Background: an optimization exercise with open tools, aiming at small area and a short achievable clock period. Do not read the settings as production practice.

==> flow/design.v (excerpt) <==
module nn_mac_engine #(
  parameter int unsigned DW      = 8,
  parameter int unsigned N_LANES = 4,
  parameter int unsigned ACC_W   = 24,
  parameter int unsigned LEN_W   = 8,
  parameter int unsigned SH_W    = 5
) (
  input  logic                    clk,
  input  logic                    rst,
  input  logic                    start,
  input  logic [LEN_W-1:0]        len,
  input  logic [SH_W-1:0]         shift,
  input  logic                    relu_en,
  input  logic [N_LANES*DW-1:0]   in_a,
  input  logic [N_LANES*DW-1:0]   in_b,
  input  logic                    in_valid,
  output logic                    in_ready,
  output logic [DW-1:0]           out_data,
  output logic                    out_valid,
  input  logic                    out_ready,
  output logic                    busy,
  output logic                    done
);
Size in the first run: ~1100 cells after synthesis, about 110 flip-flops, about 95 I/O pins, roughly 12000 um2 of cells after synthesis.
==> flow/config.mk <==
export PLATFORM = sky130hd
export DESIGN_NAME = nn_mac_engine
export DESIGN_NICKNAME = nn_mac_engine
export VERILOG_FILES = /design/flow/design.v
export SDC_FILE = /design/flow/constraint.sdc
export NUM_CORES = 4
export LEC_CHECK = 0
export ABC_CLOCK_PERIOD_IN_PS = 4000
export CAP_MARGIN = 20
export CORE_MARGIN = 2
export CORE_UTILIZATION = 40
export PLACE_DENSITY = 0.6
export SETUP_SLACK_MARGIN = 3.5
export SLEW_MARGIN = 20
export SYNTH_HIERARCHICAL = 1
==> flow/constraint.sdc <==
create_clock -name core_clock -period 7.5 [get_ports {clk}]
set_input_delay 1.5000 -clock core_clock [delete_from_list [all_inputs] [get_ports {clk}]]
set_output_delay 1.5000 -clock core_clock [all_outputs]
set_load 0.01 [all_outputs]
standard.sh (not shown) runs the stock make flow with config.mk's settings and CLKGATE_MAP_FILE= SYNTH_SCRIPT=/design/flow/synth_recipe.tcl, a recipe that flattens the netlist after the stock synthesis.
==> flow/flow/run.sh <==
#!/bin/bash
# Layout flow: the standard layout (standard.sh, unchanged synthesis), except that the
# buffers ORFS puts on the ports are the smallest plain buffer, buf_1, instead of the default
# delay-style buffer; the resizer may still size them up where timing needs it.
set -euo pipefail
bash standard.sh BUFFER_PORTS_ARGS="-buffer_cell sky130_fd_sc_hd__buf_1" finish > standard.log 2>&1
The first run passed the timing, DRC and antenna checks.
Rerun with:
--- a/flow/design.v
+++ b/flow/design.v
@@ -18,14 +18,13 @@
   output logic [DW-1:0]           out_data,
   output logic                    out_valid,
   input  logic                    out_ready,
   output logic                    busy,
   output logic                    done
 );
-  localparam int unsigned SUM_W = 25;
-  localparam int unsigned NOV   = SUM_W - 8;
+  localparam int unsigned SUM_W = 26;
   logic             agg;
   logic             beat;
   logic             last;
   logic [LEN_W-1:0] cnt;
   logic [SH_W-1:0]  sh;
   logic             relu;
@@ -840,12 +839,13 @@
   wire yi514 = ~acc_fb[19];
   wire yi515 = ~acc_fb[20];
   wire yi516 = ~acc_fb[21];
   wire yi517 = ~acc_fb[22];
   wire yi518 = ~acc_fb[23];
   wire yi519 = ~acc_fb[24];
+  wire yi520 = ~acc_fb[25];
   logic q0;
   logic q1;
   logic q2;
   logic q3;
   logic q4;
   logic q5;
@@ -977,29 +977,29 @@
       q63 <= xs391;
       q64 <= xc392;
       q65 <= xs393;
       q66 <= xc394;
   end
   assign acc_fb = acc;
-  assign row_a = {acc_fb[23], acc_fb[22], acc_fb[21], acc_fb[20], acc_fb[19], acc_fb[18], yi513, ys511, ys509, ys505, ys499, yc484, yc474, ys471, yc450, yc440, yc430, ys427, yc412, ys409, ys403, yc400, yc398, yc396, acc_fb[0]};
-  assign row_b = {yi519, yi518, yi517, yi516, yi515, yi514, yc512, yc510, yc506, yc500, yc492, ys491, ys483, ys473, ys461, ys449, ys439, ys429, ys419, ys411, ys405, ys401, ys399, ys397, ys395};
+  assign row_a = {acc_fb[24], acc_fb[23], acc_fb[22], acc_fb[21], acc_fb[20], acc_fb[19], acc_fb[18], yi513, ys511, ys509, ys505, ys499, yc484, yc474, ys471, yc450, yc440, yc430, ys427, yc412, ys409, ys403, yc400, yc398, yc396, acc_fb[0]};
+  assign row_b = {yi520, yi519, yi518, yi517, yi516, yi515, yi514, yc512, yc510, yc506, yc500, yc492, ys491, ys483, ys473, ys461, ys449, ys439, ys429, ys419, ys411, ys405, ys401, ys399, ys397, ys395};
   always_ff @(posedge clk) begin
     acc <= busy ? (row_a + row_b) : '0;
   end
   logic             sgn;
   logic             ovf;
-  logic [NOV-1:0]   dif;           
-  logic [NOV-1:0]   thr;           
+  logic [17:0]      dif;           
+  logic [17:0]      thr;           
   logic [3:0]       sh_hi, sh_md;  
   logic [37:0]      ext;           
   logic [13:0]      sel_hi;        
   logic [7:0]       sel_md;        
   logic [6:0]       low;           
   always_comb begin
     sgn = acc[SUM_W-1];
-    for (int k = 0; k < NOV; k++) begin
+    for (int k = 0; k < 18; k++) begin
       dif[k] = acc[k + 7] ^ sgn;
       thr[k] = (sh <= SH_W'(k));
     end
     ovf = |(dif & thr);
     for (int m = 0; m < 4; m++) begin
       sh_hi[m] = (sh[4:3] == 2'(m));
What happened: The new run ran to the end with no violations. Via count shrinks slightly. Final area rose slightly. Core utilization increases by 1.6 points. Non-clock buffer count increases by 18. Area after synthesis falls slightly. Routed wire length rises slightly.
Function was not checked in any run of this note: the RTL went through the layout flow alone.

==> what the ideal ports hide <==
The flow's constraints put no driver on any port. The routed layouts listed below were extracted and timed again, unchanged, in two steps. Step 1, drivers: a clkbuf_16 drives clk and a buf_2 each remaining input, both assumed. Step 2 also shifts input and output timing later by t, the mid clock arrival at the registers, as if the neighbouring blocks saw the same clock. Slacks: no drivers / after step 1 / after step 2; pairs: no drivers / after step 1.
run	t (ns)	setup slack, ns	hold slack, ns
the first run	0.395	3.413 / 3.367 / 3.147	0.562 / 0.562 / 0.562
the second run	0.404	3.473 / 3.471 / 3.066	0.550 / 0.550 / 0.550
After both steps every run listed still meets setup and hold. For the second run, which loses most, drivers alone change the setup slack by -0.002 ns; drivers and shift together by -0.407 ns.
